Context: an optimization exercise on an open-source flow, tuned for small area, a short achievable clock period and few clock cycles per item. The choices shown serve that exercise and are no tape-out recipe. Where RTL was checked, it was by simulation tests only, not by an equivalence proof against the original.

==> inputs of run a <==
==> flow/design.v <==
module exe_stage #(
    parameter int addrWidth = 15
) (
    input  logic                 clk,
    input  logic                 rst,
    input  logic                 flush,
    input  logic [addrWidth-1:0] pc,
    input  logic [31:0]          inst,
    input  logic [31:0]          imm,
    input  logic [31:0]          rs1_rdata,
    input  logic [31:0]          rs2_rdata,
    input  logic                 BP_taken,
    output logic [31:0]          exe_result,
    output logic                 result_valid,
    output logic                 stall_req,
    output logic                 redirect,
    output logic [addrWidth-1:0] redirect_pc
);
    localparam logic [6:0] OPC_OP     = 7'b0110011;
    localparam logic [6:0] OPC_OPIMM  = 7'b0010011;
    localparam logic [6:0] OPC_LUI    = 7'b0110111;
    localparam logic [6:0] OPC_AUIPC  = 7'b0010111;
    localparam logic [6:0] OPC_JAL    = 7'b1101111;
    localparam logic [6:0] OPC_JALR   = 7'b1100111;
    localparam logic [6:0] OPC_BRANCH = 7'b1100011;
    localparam logic [6:0] OPC_LOAD   = 7'b0000011;
    localparam logic [6:0] OPC_STORE  = 7'b0100011;
    logic [6:0] opcode;
    logic [2:0] funct3;
    assign opcode = inst[6:0];
    assign funct3 = inst[14:12];
    logic is_op, is_opimm, is_lui, is_auipc, is_jal, is_jalr, is_branch, is_mem;
    logic valid, is_m, is_mul, is_div;
    assign is_op     = (opcode == OPC_OP);
    assign is_opimm  = (opcode == OPC_OPIMM);
    assign is_lui    = (opcode == OPC_LUI);
    assign is_auipc  = (opcode == OPC_AUIPC);
    assign is_jal    = (opcode == OPC_JAL);
    assign is_jalr   = (opcode == OPC_JALR);
    assign is_branch = (opcode == OPC_BRANCH);
    assign is_mem    = (opcode == OPC_LOAD) || (opcode == OPC_STORE);
    assign valid = is_op || is_opimm || is_lui || is_auipc || is_jal || is_jalr ||
                   is_branch || is_mem;
    assign is_m   = is_op && (inst[31:25] == 7'b0000001);
    assign is_mul = is_m && !funct3[2];
    assign is_div = is_m && funct3[2];
    logic        use_rs2, alt, do_sub, cmp_uns;
    logic [31:0] op_b;
    assign use_rs2 = is_op || is_branch;
    assign op_b    = use_rs2 ? rs2_rdata : imm;
    assign alt     = inst[30] && (is_op || funct3 == 3'b101);
    assign do_sub  = is_branch || ((is_op || is_opimm) &&
                     ((funct3 == 3'b010) || (funct3 == 3'b011) || (is_op && funct3 == 3'b000 && inst[30])));
    assign cmp_uns = is_branch ? funct3[1] : funct3[0];
    logic [32:0] sum33;
    logic        sum33_co;
    exe_add #(33) u_alu_add (
        .a({!cmp_uns & rs1_rdata[31], rs1_rdata}),
        .b({!cmp_uns & op_b[31], op_b} ^ {33{do_sub}}),
        .ci(do_sub), .s(sum33), .co(sum33_co));
    logic lt;
    assign lt = sum33[32];
    logic [31:0] xor_r;
    assign xor_r = rs1_rdata ^ op_b;
    logic [31:0] b_abs;
    logic [4:0]  dlz;
    logic [31:0] dvs;         
    logic [3:0]  cnt;
    logic        st_idle, st_align, st_iter, st_out;
    logic [4:0]  shamt;
    logic        sh_left;
    logic [31:0] sh_in, sh_out, sh_res;
    logic [32:0] sh_full;
    logic [31:0] sh_src;
    assign shamt   = st_align ? {cnt, 1'b0} : op_b[4:0];
    assign sh_left = !funct3[2] || st_align;
    assign sh_src  = st_align ? dvs : rs1_rdata;
    always_comb begin
        for (int i = 0; i < 32; i++) sh_in[i] = sh_left ? sh_src[31-i] : sh_src[i];
    end
    assign sh_full = $signed({alt & rs1_rdata[31], sh_in}) >>> shamt;
    assign sh_out  = sh_full[31:0];
    always_comb begin
        for (int i = 0; i < 32; i++) sh_res[i] = sh_left ? sh_out[31-i] : sh_out[i];
    end
    logic [31:0] alu_result;
    always_comb begin
        case (funct3)
            3'b000:  alu_result = sum33[31:0];
            3'b001:  alu_result = sh_res;
            3'b010:  alu_result = {31'd0, lt};
            3'b011:  alu_result = {31'd0, lt};
            3'b100:  alu_result = xor_r;
            3'b101:  alu_result = sh_res;
            3'b110:  alu_result = rs1_rdata | op_b;
            default: alu_result = rs1_rdata & op_b;
        endcase
    end
    logic                 eq, cmp_taken, actual_taken;
    logic [addrWidth-1:0] pc_plus4, pc_imm, target;
    logic                 pc_imm_c;
    assign eq = (xor_r == 32'd0);
    always_comb begin
        case (funct3)
            3'b000:  cmp_taken = eq;
            3'b001:  cmp_taken = !eq;
            3'b100:  cmp_taken = lt;
            3'b101:  cmp_taken = !lt;
            3'b110:  cmp_taken = lt;
            3'b111:  cmp_taken = !lt;
            default: cmp_taken = 1'b0;
        endcase
    end
    assign actual_taken   = is_jal || is_jalr || (is_branch && cmp_taken);
    assign pc_plus4       = pc + addrWidth'(4);
    assign {pc_imm_c, pc_imm} = {1'b0, pc} + {1'b0, imm[addrWidth-1:0]};
    assign target         = is_jalr ? {sum33[addrWidth-1:1], 1'b0} : pc_imm;
    logic [31:0] auipc_r;
    assign auipc_r = {imm[31:addrWidth] + {{(31 - addrWidth){1'b0}}, pc_imm_c}, pc_imm};
    typedef enum logic [1:0] {S_IDLE, S_ALIGN, S_ITER, S_OUT} md_state_t;
    md_state_t state;
    logic [63:0] acc;         
    assign st_idle  = (state == S_IDLE);
    assign st_align = (state == S_ALIGN);
    assign st_iter = (state == S_ITER);
    assign st_out  = (state == S_OUT);
    logic        a_sgn, b_sgn;
    logic [32:0] ma;
    logic [36:0] bx;          
    assign a_sgn = (funct3[1:0] != 2'b11);
    assign b_sgn = !funct3[1];
    assign ma    = {a_sgn & rs1_rdata[31], rs1_rdata};
    assign bx    = {{4{b_sgn & rs2_rdata[31]}}, rs2_rdata, 1'b0};
    logic [8:0] pair_nz, pair_top;
    logic [3:0] mul_start;
    logic [4:0] pbits_first, pbits_cnt, pbits;
    always_comb begin
        for (int m = 0; m < 9; m++)
            pair_nz[m] = !((bx[4*m +: 5] == 5'b00000) || (bx[4*m +: 5] == 5'b11111));
        pair_top[8] = pair_nz[8];
        for (int m = 7; m >= 0; m--)
            pair_top[m] = pair_nz[m] && !(|(pair_nz >> (m + 1)));
        mul_start   = 4'd0;
        pbits_first = 5'd0;
        pbits_cnt   = 5'd0;
        for (int m = 0; m < 9; m++) begin
            if (pair_top[m]) mul_start = 4'(m);
            pbits_first = pbits_first | ({5{pair_top[m]}} & bx[4*m +: 5]);
            if (cnt == 4'(m)) pbits_cnt = bx[4*m +: 5];
        end
    end
    assign pbits = st_iter ? pbits_cnt : pbits_first;
    function automatic logic [37:0] booth_pp(input logic [32:0] a, input logic [2:0] b);
        logic one, two, neg;
        logic [37:0] mag;
        one = b[1] ^ b[0];
        two = (b[2] & !b[1] & !b[0]) | (!b[2] & b[1] & b[0]);
        neg = b[2] & !(b[1] & b[0]);
        mag = one ? {{5{a[32]}}, a} : two ? {{4{a[32]}}, a, 1'b0} : 38'd0;
        booth_pp = mag ^ {38{neg}};
    endfunction
    logic        neg0, neg1;
    logic [63:0] acc_m;
    logic [37:0] x1, x2, x3, cs_s, cs_c;
    logic [39:0] tsum;
    logic [2:0]  delta;
    logic [25:0] hi_next;
    logic [63:0] mul_next;
    assign acc_m = st_iter ? acc : 64'd0;
    assign neg0  = pbits[2] & !(pbits[1] & pbits[0]);
    assign neg1  = pbits[4] & !(pbits[3] & pbits[2]);
    assign x1    = {acc_m[33:0], 1'b0, neg1, 1'b0, neg0};
    assign x2    = booth_pp(ma, pbits[2:0]);
    logic [37:0] pp1;
    assign pp1   = booth_pp(ma, pbits[4:2]);
    assign x3    = {pp1[35:0], 2'b00};
    assign cs_s  = x1 ^ x2 ^ x3;
    assign cs_c  = (x1 & x2) | (x1 & x3) | (x2 & x3);
    logic        hi_co;
    exe_add #(39) u_mul_add (.a({1'b0, cs_s}), .b({cs_c, 1'b0}), .ci(1'b0),
                             .s(tsum[38:0]), .co(tsum[39]));
    assign delta = {1'b0, tsum[39:38]} - {2'b00, x2[37]} - {2'b00, x3[37]};
    exe_add #(26) u_hi_add (.a(acc_m[59:34]), .b({{23{delta[2]}}, delta}), .ci(1'b0),
                            .s(hi_next), .co(hi_co));
    assign mul_next = {st_iter ? hi_next : {{23{delta[2]}}, delta}, tsum[37:0]};
    logic        div_sgn, sA, sB, b_zero;
    logic [31:0] a_abs;
    logic [5:0]  lzA, lzB;
    assign div_sgn = !funct3[0];
    assign sA      = div_sgn & rs1_rdata[31];
    assign sB      = div_sgn & rs2_rdata[31];
    logic a_co, b_co;
    exe_add #(32) u_absa (.a(rs1_rdata ^ {32{sA}}), .b(32'd0), .ci(sA), .s(a_abs), .co(a_co));
    exe_add #(32) u_absb (.a(rs2_rdata ^ {32{sB}}), .b(32'd0), .ci(sB), .s(b_abs), .co(b_co));
    assign b_zero  = (rs2_rdata == 32'd0);
    function automatic logic [5:0] clz32(input logic [31:0] v);
        clz32 = 6'd32;
        for (int i = 0; i < 32; i++)
            if (v[i]) clz32 = 6'(31 - i);
    endfunction
    assign lzA = clz32(a_abs);
    assign lzB = clz32(b_abs);
    assign dlz = (lzA > lzB) ? 5'd0 : 5'(lzB - lzA);
    logic [31:0] rem_r, quo_r, q_next;
    assign rem_r = acc[63:32];
    assign quo_r = acc[31:0];
    logic [33:0] d1, d2;
    logic        ge1, ge2;
    logic [31:0] r1, r2;
    logic d1_co, d2_co;
    exe_add #(34) u_d1 (.a({2'b0, rem_r}), .b(~{1'b0, dvs, 1'b0}), .ci(1'b1), .s(d1), .co(d1_co));
    assign ge1 = !d1[33] && !st_out;
    assign r1  = ge1 ? d1[31:0] : rem_r;
    exe_add #(34) u_d2 (.a({2'b0, r1}), .b(~{2'b0, dvs}), .ci(1'b1), .s(d2), .co(d2_co));
    assign ge2 = !d2[33];
    assign r2  = ge2 ? d2[31:0] : r1;
    assign q_next = {quo_r[29:0], ge1, ge2};
    logic        negR, negQ, neg_o;
    logic [31:0] md_result;
    assign negQ  = sA ^ sB;
    assign negR  = sA;
    assign neg_o = funct3[1] ? negR : negQ;
    assign md_result = is_div ? (neg_o ? d2[31:0] : dvs)
                              : ((funct3[1:0] == 2'b00) ? acc[31:0] : acc[63:32]);
    logic md_go, md_now;
    assign md_go  = is_m && !flush;
    assign md_now = is_div && b_zero;
    always_ff @(posedge clk or posedge rst) begin
        if (rst) begin
            state <= S_IDLE;
        end else if (flush) begin
            state <= S_IDLE;
        end else begin
            case (state)
                S_IDLE:  if (md_go && !md_now)
                             state <= is_div ? S_ALIGN : (mul_start == 4'd0) ? S_OUT : S_ITER;
                S_ALIGN: state <= S_ITER;
                S_ITER:  if (cnt == 4'd0) state <= S_OUT;
                default: state <= S_IDLE;
            endcase
        end
    end
    always_ff @(posedge clk) begin
        if (st_iter) begin
            cnt <= cnt - 4'd1;
            if (is_div) begin
                if (cnt == 4'd0) begin
                    acc <= {32'd0, q_next};
                    dvs <= funct3[1] ? r2 : q_next;
                end else begin
                    acc <= {r2, q_next};
                    dvs <= {2'b0, dvs[31:2]};
                end
            end else begin
                acc <= mul_next;
                dvs <= sh_res;
            end
        end else begin
            cnt <= is_div ? dlz[4:1] : mul_start - 4'd1;
            acc <= is_div ? {a_abs, 32'd0} : mul_next;
            dvs <= st_align ? sh_res : b_abs;
        end
    end
    logic [31:0] main_result;
    always_comb begin
        case (opcode)
            OPC_OP:              main_result = alu_result;
            OPC_OPIMM:           main_result = alu_result;
            OPC_LUI:             main_result = imm;
            OPC_AUIPC:           main_result = auipc_r;
            OPC_JAL, OPC_JALR:   main_result = {{(32 - addrWidth){1'b0}}, pc_plus4};
            OPC_LOAD, OPC_STORE: main_result = sum33[31:0];
            default:             main_result = 32'd0;
        endcase
    end
    always_comb begin
        exe_result   = main_result;
        result_valid = 1'b0;
        stall_req    = 1'b0;
        redirect     = 1'b0;
        redirect_pc  = actual_taken ? target : pc_plus4;
        if (valid && !flush) begin
            if (is_m) begin
                if (md_now) begin
                    result_valid = 1'b1;
                    exe_result   = funct3[1] ? rs1_rdata : 32'hFFFF_FFFF;
                    redirect     = is_mul && BP_taken;
                end else if (state == S_OUT) begin
                    result_valid = 1'b1;
                    exe_result   = md_result;
                    redirect     = is_mul && BP_taken;
                end else begin
                    stall_req = 1'b1;
                end
            end else begin
                result_valid = 1'b1;
                redirect     = (actual_taken != BP_taken) || is_jalr;
            end
        end
    end
endmodule
module exe_add #(
    parameter int W = 32
) (
    input  logic [W-1:0] a,
    input  logic [W-1:0] b,
    input  logic         ci,
    output logic [W-1:0] s,
    output logic         co
);
    logic [W-1:0] g, p, c;
    always_comb begin
        logic [W-1:0] gg, pp;
        g  = a & b;
        p  = a ^ b;
        gg = g;
        pp = p;
        gg[0] = g[0] | (p[0] & ci);
        for (int d = 1; d < W; d = d * 2)
            for (int i = 2 * d - 1; i < W; i += 2 * d) begin
                gg[i] = gg[i] | (pp[i] & gg[i-d]);
                pp[i] = pp[i] & pp[i-d];
            end
        for (int d = 64; d >= 1; d = d / 2)
            for (int i = 3 * d - 1; i < W; i += 2 * d) begin
                gg[i] = gg[i] | (pp[i] & gg[i-d]);
                pp[i] = pp[i] & pp[i-d];
            end
        c[0] = ci;
        for (int i = 1; i < W; i++) c[i] = gg[i-1];
        co = gg[W-1];
    end
    assign s = p ^ c;
endmodule
==> flow/run.sh <==
#!/bin/bash
# synth_recipe.tcl (not shown) runs the flow's synth.tcl, then flattens the netlist and writes it again
# the make line also repeats each setting of config.mk as NAME=value (left out here)
make -C /OpenROAD-flow-scripts/flow DESIGN_CONFIG=/design/flow/config.mk WORK_HOME=/design/flow/orfs CLKGATE_MAP_FILE= SYNTH_SCRIPT=/design/flow/synth_recipe.tcl finish
==> flow/config.mk <==
export PLATFORM = sky130hd
export DESIGN_NAME = exe_stage
export DESIGN_NICKNAME = exe_stage
export VERILOG_FILES = /design/flow/design.v
export SDC_FILE = /design/flow/constraint.sdc
export NUM_CORES = 4
export LEC_CHECK = 0
export CAP_MARGIN = 20
export CORE_MARGIN = 2
export CORE_UTILIZATION = 40
export SETUP_SLACK_MARGIN = 4
export SLEW_MARGIN = 20
==> flow/constraint.sdc <==
create_clock -name core_clock -period 15.0 [get_ports {clk}]
set_input_delay 3.0000 -clock core_clock [delete_from_list [all_inputs] [get_ports {clk}]]
set_output_delay 3.0000 -clock core_clock [all_outputs]
set_load 0.01 [all_outputs]
==> inputs of run b, as changes to run a <==
--- a/flow/design.v
+++ b/flow/design.v
@@ -64,7 +64,7 @@
     assign xor_r = rs1_rdata ^ op_b;
     logic [31:0] b_abs;
     logic [4:0]  dlz;
-    logic [31:0] dvs;         
+    logic [32:0] dvs;         
     logic [3:0]  cnt;
     logic        st_idle, st_align, st_iter, st_out;
     logic [4:0]  shamt;
@@ -74,7 +74,7 @@
     logic [31:0] sh_src;
     assign shamt   = st_align ? {cnt, 1'b0} : op_b[4:0];
     assign sh_left = !funct3[2] || st_align;
-    assign sh_src  = st_align ? dvs : rs1_rdata;
+    assign sh_src  = st_align ? dvs[32:1] : rs1_rdata;
     always_comb begin
         for (int i = 0; i < 32; i++) sh_in[i] = sh_left ? sh_src[31-i] : sh_src[i];
     end
@@ -119,11 +119,13 @@
     assign auipc_r = {imm[31:addrWidth] + {{(31 - addrWidth){1'b0}}, pc_imm_c}, pc_imm};
     typedef enum logic [1:0] {S_IDLE, S_ALIGN, S_ITER, S_OUT} md_state_t;
     md_state_t state;
-    logic [63:0] acc;         
+    logic [63:0] acc;
+    logic [2:0]  p;
+    logic        md_div;      
     assign st_idle  = (state == S_IDLE);
     assign st_align = (state == S_ALIGN);
-    assign st_iter = (state == S_ITER);
-    assign st_out  = (state == S_OUT);
+    assign st_iter  = (state == S_ITER);
+    assign st_out   = (state == S_OUT);
     logic        a_sgn, b_sgn;
     logic [32:0] ma;
     logic [36:0] bx;          
@@ -149,7 +151,9 @@
             if (cnt == 4'(m)) pbits_cnt = bx[4*m +: 5];
         end
     end
-    assign pbits = st_iter ? pbits_cnt : pbits_first;
+    logic div_it;             
+    assign div_it = st_iter && md_div;
+    assign pbits  = div_it ? 5'd0 : st_iter ? pbits_cnt : pbits_first;
     function automatic logic [37:0] booth_pp(input logic [32:0] a, input logic [2:0] b);
         logic one, two, neg;
         logic [37:0] mag;
@@ -159,30 +163,35 @@
         mag = one ? {{5{a[32]}}, a} : two ? {{4{a[32]}}, a, 1'b0} : 38'd0;
         booth_pp = mag ^ {38{neg}};
     endfunction
+    logic [34:0] a2, b2, s2;
+    logic        co2;
+    assign a2 = {1'b0, acc[63:30]};
+    assign b2 = md_div ? ~{dvs, 2'b00} : {{24{p[2]}}, p, 8'd0};
+    exe_add #(35) u_add2 (.a(a2), .b(b2), .ci(md_div), .s(s2), .co(co2));
+    logic        ge1, ge2;
+    logic [31:0] r1, r2, q_next;
+    assign ge1 = co2;
+    assign r1  = ge1 ? s2[33:2] : acc[63:32];
     logic        neg0, neg1;
-    logic [63:0] acc_m;
-    logic [37:0] x1, x2, x3, cs_s, cs_c;
+    logic [37:0] lm, x1, x2, x3, cs_s, cs_c, pp0, pp1;
     logic [39:0] tsum;
     logic [2:0]  delta;
-    logic [25:0] hi_next;
-    logic [63:0] mul_next;
-    assign acc_m = st_iter ? acc : 64'd0;
+    assign lm    = st_iter ? acc[37:0] : 38'd0;
     assign neg0  = pbits[2] & !(pbits[1] & pbits[0]);
     assign neg1  = pbits[4] & !(pbits[3] & pbits[2]);
-    assign x1    = {acc_m[33:0], 1'b0, neg1, 1'b0, neg0};
-    assign x2    = booth_pp(ma, pbits[2:0]);
-    logic [37:0] pp1;
+    assign pp0   = booth_pp(ma, pbits[2:0]);
     assign pp1   = booth_pp(ma, pbits[4:2]);
+    assign x1    = div_it ? {2'b0, r1, 4'd0} : {lm[33:0], 1'b0, neg1, 1'b0, neg0};
+    assign x2    = div_it ? ~{2'b0, dvs[32:1], 4'd0} : pp0;
     assign x3    = {pp1[35:0], 2'b00};
     assign cs_s  = x1 ^ x2 ^ x3;
     assign cs_c  = (x1 & x2) | (x1 & x3) | (x2 & x3);
-    logic        hi_co;
-    exe_add #(39) u_mul_add (.a({1'b0, cs_s}), .b({cs_c, 1'b0}), .ci(1'b0),
-                             .s(tsum[38:0]), .co(tsum[39]));
+    exe_add #(39) u_add1 (.a({1'b0, cs_s}), .b({cs_c, 1'b0}), .ci(div_it),
+                          .s(tsum[38:0]), .co(tsum[39]));
     assign delta = {1'b0, tsum[39:38]} - {2'b00, x2[37]} - {2'b00, x3[37]};
-    exe_add #(26) u_hi_add (.a(acc_m[59:34]), .b({{23{delta[2]}}, delta}), .ci(1'b0),
-                            .s(hi_next), .co(hi_co));
-    assign mul_next = {st_iter ? hi_next : {{23{delta[2]}}, delta}, tsum[37:0]};
+    assign ge2    = tsum[38];
+    assign r2     = ge2 ? tsum[35:4] : r1;
+    assign q_next = {acc[29:0], ge1, ge2};
     logic        div_sgn, sA, sB, b_zero;
     logic [31:0] a_abs;
     logic [5:0]  lzA, lzB;
@@ -201,30 +210,27 @@
     assign lzA = clz32(a_abs);
     assign lzB = clz32(b_abs);
     assign dlz = (lzA > lzB) ? 5'd0 : 5'(lzB - lzA);
-    logic [31:0] rem_r, quo_r, q_next;
-    assign rem_r = acc[63:32];
-    assign quo_r = acc[31:0];
-    logic [33:0] d1, d2;
-    logic        ge1, ge2;
-    logic [31:0] r1, r2;
-    logic d1_co, d2_co;
-    exe_add #(34) u_d1 (.a({2'b0, rem_r}), .b(~{1'b0, dvs, 1'b0}), .ci(1'b1), .s(d1), .co(d1_co));
-    assign ge1 = !d1[33] && !st_out;
-    assign r1  = ge1 ? d1[31:0] : rem_r;
-    exe_add #(34) u_d2 (.a({2'b0, r1}), .b(~{2'b0, dvs}), .ci(1'b1), .s(d2), .co(d2_co));
-    assign ge2 = !d2[33];
-    assign r2  = ge2 ? d2[31:0] : r1;
-    assign q_next = {quo_r[29:0], ge1, ge2};
+    logic [31:0] a_oc, b_oc, a_smear;
+    logic        q0_lt, q0_lt2, q0_fast;
+    assign a_oc = rs1_rdata ^ {32{sA}};
+    assign b_oc = rs2_rdata ^ {32{sB}};
+    always_comb begin
+        a_smear[31] = a_oc[31];
+        for (int i = 30; i >= 0; i--) a_smear[i] = a_smear[i+1] | a_oc[i];
+    end
+    assign q0_lt   = |(b_oc & ~a_smear);
+    assign q0_lt2  = |(b_oc & ~{a_smear[30:0], 1'b1});
+    assign q0_fast = (q0_lt && !(sA && !sB)) || q0_lt2;
     logic        negR, negQ, neg_o;
     logic [31:0] md_result;
     assign negQ  = sA ^ sB;
     assign negR  = sA;
     assign neg_o = funct3[1] ? negR : negQ;
-    assign md_result = is_div ? (neg_o ? d2[31:0] : dvs)
-                              : ((funct3[1:0] == 2'b00) ? acc[31:0] : acc[63:32]);
+    assign md_result = md_div ? (neg_o ? s2[34:3] : dvs[32:1])
+                              : ((funct3[1:0] == 2'b00) ? acc[31:0] : {s2[33:8], acc[37:32]});
     logic md_go, md_now;
     assign md_go  = is_m && !flush;
-    assign md_now = is_div && b_zero;
+    assign md_now = is_div && (b_zero || q0_fast);
     always_ff @(posedge clk or posedge rst) begin
         if (rst) begin
             state <= S_IDLE;
@@ -241,24 +247,26 @@
         end
     end
     always_ff @(posedge clk) begin
+        md_div <= is_div;
+        p      <= delta;
         if (st_iter) begin
             cnt <= cnt - 4'd1;
-            if (is_div) begin
+            if (md_div) begin
                 if (cnt == 4'd0) begin
                     acc <= {32'd0, q_next};
-                    dvs <= funct3[1] ? r2 : q_next;
+                    dvs <= {funct3[1] ? r2 : q_next, 1'b0};
                 end else begin
                     acc <= {r2, q_next};
-                    dvs <= {2'b0, dvs[31:2]};
+                    dvs <= {2'b0, dvs[32:2]};
                 end
             end else begin
-                acc <= mul_next;
-                dvs <= sh_res;
+                acc <= {s2[29:8], acc[37:34], tsum[37:0]};
+                dvs <= {sh_res, 1'b0};
             end
         end else begin
             cnt <= is_div ? dlz[4:1] : mul_start - 4'd1;
-            acc <= is_div ? {a_abs, 32'd0} : mul_next;
-            dvs <= st_align ? sh_res : b_abs;
+            acc <= is_div ? {a_abs, 32'd0} : {26'd0, tsum[37:0]};
+            dvs <= {st_align ? sh_res : b_abs, 1'b0};
         end
     end
     logic [31:0] main_result;
@@ -283,7 +291,7 @@
             if (is_m) begin
                 if (md_now) begin
                     result_valid = 1'b1;
-                    exe_result   = funct3[1] ? rs1_rdata : 32'hFFFF_FFFF;
+                    exe_result   = funct3[1] ? rs1_rdata : {32{b_zero}};
                     redirect     = is_mul && BP_taken;
                 end else if (state == S_OUT) begin
                     result_valid = 1'b1;
--- a/flow/config.mk
+++ b/flow/config.mk
@@ -8,5 +8,5 @@
 export CAP_MARGIN = 20
 export CORE_MARGIN = 2
 export CORE_UTILIZATION = 40
-export SETUP_SLACK_MARGIN = 4
+export SETUP_SLACK_MARGIN = 0.6
 export SLEW_MARGIN = 20
==> results.ini <==
[yosys]
synth_fa_ha_area_frac = 0.198
synthMuxAreaShare = 0.0847

[run_status]
outcome = timing/DRC/antenna clean

[sta]
skew_ns = 0.0304
fmax_mhz = 80.1

[clock_network]
cts.repair.resized = 344

[floorplan]
die_area_sq_mm = 0.0740

[end of results for run a]
==> results.ini <==
[floorplan]
die_area_sq_mm = 0.0747

[finish]
final_cell_mix = nand2_1, a21oi_1, nor2_1

[yosys]
synthMuxAreaShare = 0.0963
synth_fa_ha_area_frac = 0.165

[sta]
skew_ns = 0.0298

[grt]
gr-usage-all-layers = 0.445

[clock_network]
cts.repair.resized = 0

[run_status]
outcome = timing/DRC/antenna clean

[end of results for run b]
Testbench counts of run b, summed over its fixed seeds: cycles 34,726, insts 24,000.
No functional check of the RTL was part of run a.

## separate check: timing with driven ports
No port has a modelled driver above. Below, the same layouts with a new extraction and two added sets of constraints.
Step 1 assumes that a clkbuf_16 drives the clock port and a buf_2 every other input.
Step 2 moves the port delays by t, midway between the first and last clock arrival at a register: inputs arrive t later, outputs are due t later. That takes back most of the time a late clock gives input paths.
a / b / c = ideal / step 1 / step 2; a / b = the first two.
| run | t (ns) | setup WS [ns] | worst slew at a driven data input, ns |
|---|---|---|---|
| run a | 0.475 | 2.510 / 2.547 / 2.072 | 0.07 |
| run b | 0.472 | 1.197 / 1.171 / 1.171 | 0.06 |
After both steps every run listed still meets setup and hold. The setup slack of run a, which loses most, moves by +0.037 ns with the drivers and by -0.438 ns with both steps.
